What follows belongs to an exercise in optimizing a design on an open flow for small area, a short achievable clock period and few clock cycles; a production flow would make more cautious choices. The RTL was checked by simulation tests, not by an equivalence proof against the original design. Power figures rest on the tool's default switching activity, not on a simulated workload.

[flow/run.sh]
#!/bin/bash
# synth_recipe.tcl (not shown) runs the flow's synth.tcl, then flattens the netlist and writes it again
# the make line also repeats each setting of config.mk as NAME=value (left out here)
make -C /OpenROAD-flow-scripts/flow DESIGN_CONFIG=/design/flow/config.mk WORK_HOME=/design/flow/orfs CLKGATE_MAP_FILE= SYNTH_SCRIPT=/design/flow/synth_recipe.tcl finish
[flow/config.mk]
export PLATFORM = sky130hd
export DESIGN_NAME = rv_byte_core
export DESIGN_NICKNAME = rv_byte_core
export VERILOG_FILES = /design/flow/design.v
export SDC_FILE = /design/flow/constraint.sdc
export NUM_CORES = 4
export LEC_CHECK = 0
export CAP_MARGIN = 20
export CORE_MARGIN = 2
export CORE_UTILIZATION = 40
export PLACE_DENSITY = 0.6
export SLEW_MARGIN = 20
[flow/constraint.sdc]
create_clock -name core_clock -period 12.0 [get_ports {clk}]
set_input_delay 2.4000 -clock core_clock [delete_from_list [all_inputs] [get_ports {clk}]]
set_output_delay 2.4000 -clock core_clock [all_outputs]
set_load 0.01 [all_outputs]
[flow/design.v]
package rv_byte_pkg;
  typedef logic [31:0]           word_t;     
  typedef logic [16-1:0] addr_t;     
  typedef logic [7:0]            byte_t;     
  typedef logic [4:0]            reg_idx_t;  
  typedef logic [2:0]            funct3_t;   
  typedef enum logic [2:0] {
    PH_FETCH0,
    PH_FETCH1,
    PH_FETCH2,
    PH_FETCH3,
    PH_EXEC,
    PH_STORE
  } seq_state_t;
  typedef enum logic [3:0] {
    CL_LUI,
    CL_AUIPC,
    CL_JAL,
    CL_JALR,
    CL_BRANCH,
    CL_STORE,
    CL_OPIMM,
    CL_OP,
    CL_NOP
  } op_class_t;
endpackage
`timescale 1ns/1ps
module rv_sequencer (
  input  logic                 clk,
  input  logic                 rst,
  input  logic                 hold,
  input  rv_byte_pkg::byte_t   data_in,
  input  rv_byte_pkg::addr_t   next_pc,
  input  logic                 store_req,
  input  rv_byte_pkg::addr_t   store_addr,
  input  rv_byte_pkg::word_t   store_data,
  input  rv_byte_pkg::funct3_t store_size,
  output rv_byte_pkg::addr_t   address,
  output rv_byte_pkg::byte_t   data_out,
  output logic                 wren,
  output rv_byte_pkg::word_t   inst,
  output rv_byte_pkg::addr_t   pc,
  output logic                 exec
);
  rv_byte_pkg::seq_state_t state;
  logic [1:0] byte_cnt;     
  logic [1:0] store_last;
  logic [1:0] fetch_ofs;
  always_comb begin
    case (store_size[1:0])
      2'b00:   store_last = 2'd0;  
      2'b01:   store_last = 2'd1;  
      default: store_last = 2'd3;  
    endcase
  end
  always_ff @(posedge clk) begin
    if (rst) begin
      state    <= rv_byte_pkg::PH_FETCH0;
      pc       <= 16'h0000;
      byte_cnt <= '0;
    end else if (!hold) begin
      case (state)
        rv_byte_pkg::PH_FETCH0: state <= rv_byte_pkg::PH_FETCH1;
        rv_byte_pkg::PH_FETCH1: state <= rv_byte_pkg::PH_FETCH2;
        rv_byte_pkg::PH_FETCH2: state <= rv_byte_pkg::PH_FETCH3;
        rv_byte_pkg::PH_FETCH3: state <= rv_byte_pkg::PH_EXEC;
        rv_byte_pkg::PH_EXEC: begin
          pc       <= next_pc;
          byte_cnt <= '0;
          state    <= store_req ? rv_byte_pkg::PH_STORE : rv_byte_pkg::PH_FETCH0;
        end
        rv_byte_pkg::PH_STORE: begin
          byte_cnt <= byte_cnt + 2'd1;
          if (byte_cnt == store_last) state <= rv_byte_pkg::PH_FETCH0;
        end
        default: state <= rv_byte_pkg::PH_FETCH0;
      endcase
    end
  end
  always_ff @(posedge clk) begin
    if (!hold) begin
      case (state)
        rv_byte_pkg::PH_FETCH0: inst[7:0]   <= data_in;
        rv_byte_pkg::PH_FETCH1: inst[15:8]  <= data_in;
        rv_byte_pkg::PH_FETCH2: inst[23:16] <= data_in;
        rv_byte_pkg::PH_FETCH3: inst[31:24] <= data_in;
        default:   inst        <= inst;
      endcase
    end
  end
  always_comb begin
    case (state)
      rv_byte_pkg::PH_FETCH1: fetch_ofs = 2'd1;
      rv_byte_pkg::PH_FETCH2: fetch_ofs = 2'd2;
      rv_byte_pkg::PH_FETCH3: fetch_ofs = 2'd3;
      default:   fetch_ofs = 2'd0;
    endcase
  end
  assign address  = (state == rv_byte_pkg::PH_STORE) ? store_addr + rv_byte_pkg::addr_t'(byte_cnt)
                                        : pc + rv_byte_pkg::addr_t'(fetch_ofs);
  assign data_out = (state == rv_byte_pkg::PH_STORE) ? store_data[{byte_cnt, 3'b000} +: 8] : '0;
  assign wren     = (state == rv_byte_pkg::PH_STORE) && !hold;
  assign exec     = (state == rv_byte_pkg::PH_EXEC) && !hold;  
endmodule
`timescale 1ns/1ps
module rv_decode (
  input  rv_byte_pkg::word_t      inst,
  output rv_byte_pkg::op_class_t  op_class,
  output rv_byte_pkg::funct3_t    funct3,
  output logic                    alt,       
  output rv_byte_pkg::reg_idx_t   rd,
  output rv_byte_pkg::reg_idx_t   rs1,
  output rv_byte_pkg::reg_idx_t   rs2,
  output rv_byte_pkg::word_t      imm        
);
  logic [6:0] opcode;
  logic [6:0] funct7;
  rv_byte_pkg::funct3_t    f3;
  rv_byte_pkg::word_t      imm_i;
  rv_byte_pkg::word_t      imm_s;
  rv_byte_pkg::word_t      imm_b;
  rv_byte_pkg::word_t      imm_u;
  rv_byte_pkg::word_t      imm_j;
  assign opcode = inst[6:0];
  assign funct7 = inst[31:25];
  assign f3     = inst[14:12];
  assign imm_i = {{20{inst[31]}}, inst[31:20]};
  assign imm_s = {{20{inst[31]}}, inst[31:25], inst[11:7]};
  assign imm_b = {{20{inst[31]}}, inst[7], inst[30:25], inst[11:8], 1'b0};
  assign imm_u = {inst[31:12], 12'b0};
  assign imm_j = {{12{inst[31]}}, inst[19:12], inst[20], inst[30:21], 1'b0};
  always_comb begin
    op_class = rv_byte_pkg::CL_NOP;
    case (opcode)
      7'b0110111: op_class = rv_byte_pkg::CL_LUI;
      7'b0010111: op_class = rv_byte_pkg::CL_AUIPC;
      7'b1101111: op_class = rv_byte_pkg::CL_JAL;
      7'b1100111: if (f3 == 3'b000) op_class = rv_byte_pkg::CL_JALR;
      7'b1100011: if (f3[2:1] != 2'b01) op_class = rv_byte_pkg::CL_BRANCH;  
      7'b0100011: if (f3 <= 3'b010) op_class = rv_byte_pkg::CL_STORE;
      7'b0010011: begin
        if (f3 == 3'b001) begin
          if (funct7 == 7'b0000000) op_class = rv_byte_pkg::CL_OPIMM;
        end else if (f3 == 3'b101) begin
          if (funct7 == 7'b0000000 || funct7 == 7'b0100000) op_class = rv_byte_pkg::CL_OPIMM;
        end else begin
          op_class = rv_byte_pkg::CL_OPIMM;
        end
      end
      7'b0110011: begin
        if (funct7 == 7'b0000000) op_class = rv_byte_pkg::CL_OP;
        else if (funct7 == 7'b0100000 && (f3 == 3'b000 || f3 == 3'b101))
          op_class = rv_byte_pkg::CL_OP;  
      end
      default: op_class = rv_byte_pkg::CL_NOP;
    endcase
  end
  always_comb begin
    case (op_class)
      rv_byte_pkg::CL_LUI, rv_byte_pkg::CL_AUIPC: imm = imm_u;
      rv_byte_pkg::CL_JAL:           imm = imm_j;
      rv_byte_pkg::CL_JALR, rv_byte_pkg::CL_OPIMM: imm = imm_i;
      rv_byte_pkg::CL_BRANCH:        imm = imm_b;
      rv_byte_pkg::CL_STORE:         imm = imm_s;
      default:          imm = '0;
    endcase
  end
  assign alt = (op_class == rv_byte_pkg::CL_OP) ||
                   (op_class == rv_byte_pkg::CL_OPIMM && f3 == 3'b101) ? inst[30] : 1'b0;
  assign funct3 = f3;
  assign rd     = inst[11:7];
  assign rs1    = inst[19:15];
  assign rs2    = inst[24:20];
endmodule
`timescale 1ns/1ps
module rv_regfile (
  input  logic                  clk,
  input  logic                  rst,
  input  rv_byte_pkg::reg_idx_t rs1,
  input  rv_byte_pkg::reg_idx_t rs2,
  input  logic                  wb_en,
  input  rv_byte_pkg::reg_idx_t wb_idx,
  input  rv_byte_pkg::word_t    wb_data,
  output rv_byte_pkg::word_t    rs1_data,
  output rv_byte_pkg::word_t    rs2_data
);
  rv_byte_pkg::word_t regs [32];
  always_ff @(posedge clk) begin
    if (rst) begin
      for (int i = 0; i < 32; i++) begin
        regs[i] <= '0;
      end
    end else if (wb_en && wb_idx != '0) begin  
      regs[wb_idx] <= wb_data;
    end
  end
  assign rs1_data = (rs1 == '0) ? '0 : regs[rs1];
  assign rs2_data = (rs2 == '0) ? '0 : regs[rs2];
endmodule
`timescale 1ns/1ps
module rv_execute (
  input  logic                  exec,
  input  rv_byte_pkg::addr_t    pc,
  input  rv_byte_pkg::op_class_t op_class,
  input  rv_byte_pkg::funct3_t  funct3,
  input  logic                  alt,
  input  rv_byte_pkg::reg_idx_t rd,
  input  rv_byte_pkg::word_t    imm,
  input  rv_byte_pkg::word_t    rs1_data,
  input  rv_byte_pkg::word_t    rs2_data,
  output logic                  wb_en,
  output rv_byte_pkg::reg_idx_t wb_idx,
  output rv_byte_pkg::word_t    wb_data,
  output rv_byte_pkg::addr_t    next_pc,
  output logic                  store_req,
  output rv_byte_pkg::addr_t    store_addr,
  output rv_byte_pkg::word_t    store_data,
  output rv_byte_pkg::funct3_t  store_size
);
  rv_byte_pkg::word_t      op_b;
  rv_byte_pkg::word_t      alu_res;
  rv_byte_pkg::word_t      pc_w;
  rv_byte_pkg::word_t      link;
  rv_byte_pkg::word_t      rs1_imm;    
  logic [4:0] shamt;
  logic       eq;
  logic       lt;
  logic       ltu;
  logic       take;
  assign pc_w    = rv_byte_pkg::word_t'(pc);
  assign link    = pc_w + 32'd4;
  assign rs1_imm = rs1_data + imm;
  assign op_b  = (op_class == rv_byte_pkg::CL_OPIMM) ? imm : rs2_data;
  assign shamt = op_b[4:0];
  assign eq    = (rs1_data == op_b);
  assign lt    = ($signed(rs1_data) < $signed(op_b));
  assign ltu   = (rs1_data < op_b);
  always_comb begin
    case (funct3)
      3'b000:  alu_res = alt ? rs1_data - op_b : rs1_data + op_b;
      3'b001:  alu_res = rs1_data << shamt;
      3'b010:  alu_res = {31'b0, lt};
      3'b011:  alu_res = {31'b0, ltu};
      3'b100:  alu_res = rs1_data ^ op_b;
      3'b101:  alu_res = alt ? rv_byte_pkg::word_t'($signed(rs1_data) >>> shamt) : rs1_data >> shamt;
      3'b110:  alu_res = rs1_data | op_b;
      default: alu_res = rs1_data & op_b;
    endcase
  end
  always_comb begin
    case (funct3)
      3'b000:  take = eq;    
      3'b001:  take = !eq;   
      3'b100:  take = lt;
      3'b101:  take = !lt;   
      3'b110:  take = ltu;
      3'b111:  take = !ltu;  
      default: take = 1'b0;
    endcase
  end
  always_comb begin
    next_pc = pc + rv_byte_pkg::addr_t'(4);
    case (op_class)
      rv_byte_pkg::CL_JAL:    next_pc = pc + rv_byte_pkg::addr_t'(imm);
      rv_byte_pkg::CL_JALR:   next_pc = rv_byte_pkg::addr_t'(rs1_imm) & ~rv_byte_pkg::addr_t'(1);  
      rv_byte_pkg::CL_BRANCH: if (take) next_pc = pc + rv_byte_pkg::addr_t'(imm);
      default:   next_pc = pc + rv_byte_pkg::addr_t'(4);
    endcase
  end
  always_comb begin
    wb_en   = exec;
    wb_data = '0;
    case (op_class)
      rv_byte_pkg::CL_LUI:          wb_data = imm;
      rv_byte_pkg::CL_AUIPC:        wb_data = pc_w + imm;
      rv_byte_pkg::CL_JAL, rv_byte_pkg::CL_JALR: wb_data = link;
      rv_byte_pkg::CL_OPIMM, rv_byte_pkg::CL_OP: wb_data = alu_res;
      default:         wb_en   = 1'b0;  
    endcase
  end
  assign wb_idx = rd;
  assign store_req  = exec && (op_class == rv_byte_pkg::CL_STORE);
  assign store_addr = rv_byte_pkg::addr_t'(rs1_imm);
  assign store_data = rs2_data;
  assign store_size = funct3;
endmodule
`timescale 1ns/1ps
module rv_byte_core (
  input  logic               clk,
  input  logic               rst,
  input  logic               hold,
  input  rv_byte_pkg::byte_t data_in,
  output rv_byte_pkg::addr_t address,
  output rv_byte_pkg::byte_t data_out,
  output logic               wren
);
  rv_byte_pkg::word_t    inst;
  rv_byte_pkg::addr_t    pc;
  logic     exec;
  rv_byte_pkg::word_t    rs1_data;
  rv_byte_pkg::word_t    rs2_data;
  logic     wb_en;
  rv_byte_pkg::reg_idx_t wb_idx;
  rv_byte_pkg::word_t    wb_data;
  rv_byte_pkg::addr_t    next_pc;
  logic     store_req;
  rv_byte_pkg::addr_t    store_addr;
  rv_byte_pkg::word_t    store_data;
  rv_byte_pkg::funct3_t  store_size;
  rv_byte_pkg::op_class_t op_class;
  rv_byte_pkg::funct3_t   funct3;
  logic      alt;
  rv_byte_pkg::reg_idx_t  rd;
  rv_byte_pkg::reg_idx_t  rs1;
  rv_byte_pkg::reg_idx_t  rs2;
  rv_byte_pkg::word_t     imm;
  rv_sequencer seq_i (
    .clk        (clk),
    .rst        (rst),
    .hold       (hold),
    .data_in    (data_in),
    .next_pc    (next_pc),
    .store_req  (store_req),
    .store_addr (store_addr),
    .store_data (store_data),
    .store_size (store_size),
    .address    (address),
    .data_out   (data_out),
    .wren       (wren),
    .inst       (inst),
    .pc         (pc),
    .exec       (exec)
  );
  rv_decode dec_i (
    .inst     (inst),
    .op_class (op_class),
    .funct3   (funct3),
    .alt      (alt),
    .rd       (rd),
    .rs1      (rs1),
    .rs2      (rs2),
    .imm      (imm)
  );
  rv_regfile rf_i (
    .clk      (clk),
    .rst      (rst),
    .rs1      (rs1),
    .rs2      (rs2),
    .wb_en    (wb_en),
    .wb_idx   (wb_idx),
    .wb_data  (wb_data),
    .rs1_data (rs1_data),
    .rs2_data (rs2_data)
  );
  rv_execute exe_i (
    .exec       (exec),
    .pc         (pc),
    .op_class   (op_class),
    .funct3     (funct3),
    .alt        (alt),
    .rd         (rd),
    .imm        (imm),
    .rs1_data   (rs1_data),
    .rs2_data   (rs2_data),
    .wb_en      (wb_en),
    .wb_idx     (wb_idx),
    .wb_data    (wb_data),
    .next_pc    (next_pc),
    .store_req  (store_req),
    .store_addr (store_addr),
    .store_data (store_data),
    .store_size (store_size)
  );
endmodule
==> notes.md <==
==> kinds of logic (layout without fill, tap and decap cells) <==
group                    Yosys count  after routing  share of synthesized area
AND/OR/NAND/NOR                 2087           2087                      0.134
flip-flops                      1077           1077                      0.469
AO/OA/AOI/OAI                   1054           1054                      0.104
multiplexers                     815            815                      0.209
buffers and inverters            685            602                     0.0464
adder cells (fa/ha/maj)          142            142                     0.0266
XOR/XNOR                          92             92                     0.0118
other                              1             35                  0.0000548
==> flip-flops by register name, indices dropped and copies added, names as in the netlist <==
register        flops
rf_i.regs        1024
seq_i.byte_cnt      2
seq_i.inst         32
seq_i.pc           16
seq_i.state         3
==> worst max path at each step <==
stage | startpoint | endpoint | slack, ps | cells after the start
4_1_cts | seq_i.inst[16] | address[15] | 1520 | 19
6_report | seq_i.inst[16] | address[15] | 1350 | 19
5_1_grt | seq_i.inst[16] | address[15] | 1090 | 19
2_1_floorplan | seq_i.inst[15] | address[15] | 4300 | 25
3_5_place_dp | seq_i.inst[16] | address[15] | 2440 | 19
3_3_place_gp | seq_i.inst[15] | address[15] | 2530 | 21
==> per-layer routing <==
layer | GRT usage | wire length [um] | up-vias
met5 | 0 | 57 | -
met4 | 0.187 | 19700 | 8
met3 | 0.100 | 41500 | 946
met2 | 0.487 | 127000 | 4722
met1 | 0.432 | 106000 | 28128
li1 | - | - | 22222
==> cells in the mapped netlist, drive strengths merged, types with 60 or more instances <==
| library cell | count | share of area |
|---|---|---|
| ha | 136 | 0.025 |
| buf | 257 | 0.023 |
| clkbuf | 292 | 0.016 |
| o21ai | 172 | 0.013 |
| a211oi | 64 | 0.0071 |
| o22ai | 104 | 0.0095 |
| mux4 | 482 | 0.16 |
| nor2 | 1245 | 0.069 |
| nand3 | 60 | 0.0045 |
| mux2i | 274 | 0.040 |
| nor3 | 177 | 0.014 |
| a21oi | 292 | 0.022 |
| a21o | 63 | 0.0069 |
| nand2 | 308 | 0.017 |
| inv | 130 | 0.0072 |
| edfxtp | 1056 | 0.46 |
==> through the flow <==
step                      worst slack, ps   util  power, mW  hold slack [ps]  cell area [um2]
final                                1350  0.443       9.16              536            75100
after global routing                 1090  0.443       9.36              569            75100
after CTS                            1520  0.442       9.11              536            75000
after detailed placement             2440  0.421       5.62              526            71300
after global placement               2530  0.420       5.61              519            71300
after floorplan                      4300      -       5.14              484            68600
==> power by group <==
part | internal [mW] | leakage, nW | switching [mW]
registers | 4.25 | 11.0 | 0.0761
clock network | 1.98 | 1.79 | 1.57
logic | 0.424 | 13.1 | 0.853
total | 6.66 | 25.9 | 2.50
==> cell type report <==
class | instances | area [um2] | area share
clock buffers | 138 | 2990 | 0.0397
diodes | 3 | 7.51 | 0.0000999
multi-input cells | 4222 | 33900 | 0.452
clock inverters | 77 | 677 | 0.00901
repair buffers | 251 | 2120 | 0.0283
well taps | 2218 | 2780 | 0.0369
flip-flops and latches | 1077 | 32100 | 0.428
inverters | 136 | 515 | 0.00686
==> critical path: cells and delay by family, from the launching register on <==
family	cells	cell delay, ps
flops	1	730
xor+xnor	2	580
fa+ha+maj	1	390
compound gates	8	2210
simple gates	5	1950
buf+inv	3	1610
==> out/metrics.cfg <==
[routing]
vias_per_cell = 6.90
wl_per_cell_um = 36.1
route.final.wire_length_um = 293000
drc = 0
first_iter_violations = 9311
vias = 56026
firstDrtPassIters = 8
route.antenna.remaining_nets = 0

[global_routing]
grt_pass1_vias = 53158
gr-usage-all-layers = 0.330
grt_max_degree = 118
antenna_found_initial = 4
grt_overflow = 0
grt_pass1_wl_um = 410000

[critical_path]
worst_path_max_delay_cell = nand3_1
cpPeakStageDelay_ps = 850
start_kind = register
cp.arrival_ps = 8250
r2r_end = rf_i.regs[28][31]
r2r_setup_slack_ps = 2900
path_class = reg -> out
end_kind = primary output
r2r-start = seq_i.inst[20]
cp_cell_sequence = buf_4 -> inv_2 -> nand3_1 -> o211ai_2 -> nor2_1 -> ha_1 -> a21o_1 -> a21oi_1 -> o21ai_0 -> a21o_1 -> a211o_1 -> a2111oi_0 -> nor2_1 -> xnor2_1 -> nand3_1 -> nor3_1 -> xnor2_1 -> o21ai_0 -> clkdlybuf4s50_1
critPathMaxFanout = 32
cp.required_ps = 9600
rr_worst_depth = 19

[place]
io_buffers = 35
routabilityCongestion = 1.03
hpwl_um = 190000
place_inst = 7899

[layout]
mostFrequentLayoutCell = nor2_1
syn_to_final_growth_pct = 9.73
final_cells = 8122
nets = 5956
drive_above_1_share = 0.189
final_cell_mix = nor2_1 (1,211), edfxtp_1 (1,056), mux4_2 (481)
fillCellCount = 15550

[sta]
grt_setup_unrepaired = no
fin_crit_ps = 10650
slew_headroom = 0.142
finalClockSkew_ps = 60.7
tightest_slew_ps = 1290
fin_crit_sh = 0.887
max_freq_mhz = 93.9
drv_slew = 0
setup-violations-final = 0
hold_viol = 0
setup-tns-final_ps = 0

[clocking]
ctsRootBufferMaster = clkbuf_16
clk_pin_slew_ps = 60
clk_latency_ps = 770
numCtsBuffers = 115
cts_resized = 0
cts_max_path_buffers = 3
cts-htree-levels = 3
cts_num_sinks = 1077
post-cts-setup-buffers = 0
cts_tree = built
ctsHoldBuffers = 0

[floorplanning]
die-area_um2 = 175000
die-height_um = 418
fp.coreArea_um2 = 170000
dieWidth_um = 418
ioPinCount = 36
core.rowCount = 151
start_util = 0.404

[yosys]
synth.cell_area_um2 = 68500
syn_avg_cell_area_um2 = 11.5
synth_edf_count = 1056
seq_area_frac_synth = 0.469
yosys_warnings = 4
syn_inst = 5953
synth_ff_type = edfxtp_1
synth_seq_cells = 1077
synth_cell_types = 111
async_flop_share = 0

[outcome]
outcome = complete, no violations

[hold_path]
holdPathEnd = seq_i.pc[0]
hold_start = seq_i.pc[0]
hold_path_depth = 2
hp-class = reg -> reg

[flow_run]
drv_cap = 0

[pwr]
power.density_nw_per_um2 = 122
total_leakage_power_nw = 25.9
ir_worst_vdd_mv = 0.121

Testbench counts, summed over its fixed seeds: cycles 182,388.

-- port drivers added, routing unchanged --
In the flow no input, the clock included, has a driving cell. The finished layout below was timed again as built, in two steps. Step 1, drivers: a clkbuf_16 drives clk and a buf_2 each remaining input, both assumed. Step 2, shift: input delay + t, output delay - t, t = (earliest + latest rising clock arrival at the registers) / 2. This alone moves slack from input paths to output paths. Slacks: ideal / step 1 / step 2; pairs: ideal / step 1.
t, ns: 0.822
setup slack, ns: 1.351 / 1.266 / 2.088
latest minus earliest clock arrival (ns): 0.061 / 0.061
worst data-port slew with drivers (ns): 0.04
pins driven straight from the clock port: 1
After both steps setup and hold are still met in this run. For this run, drivers alone change the setup slack by -0.085 ns; drivers and shift together by +0.737 ns.
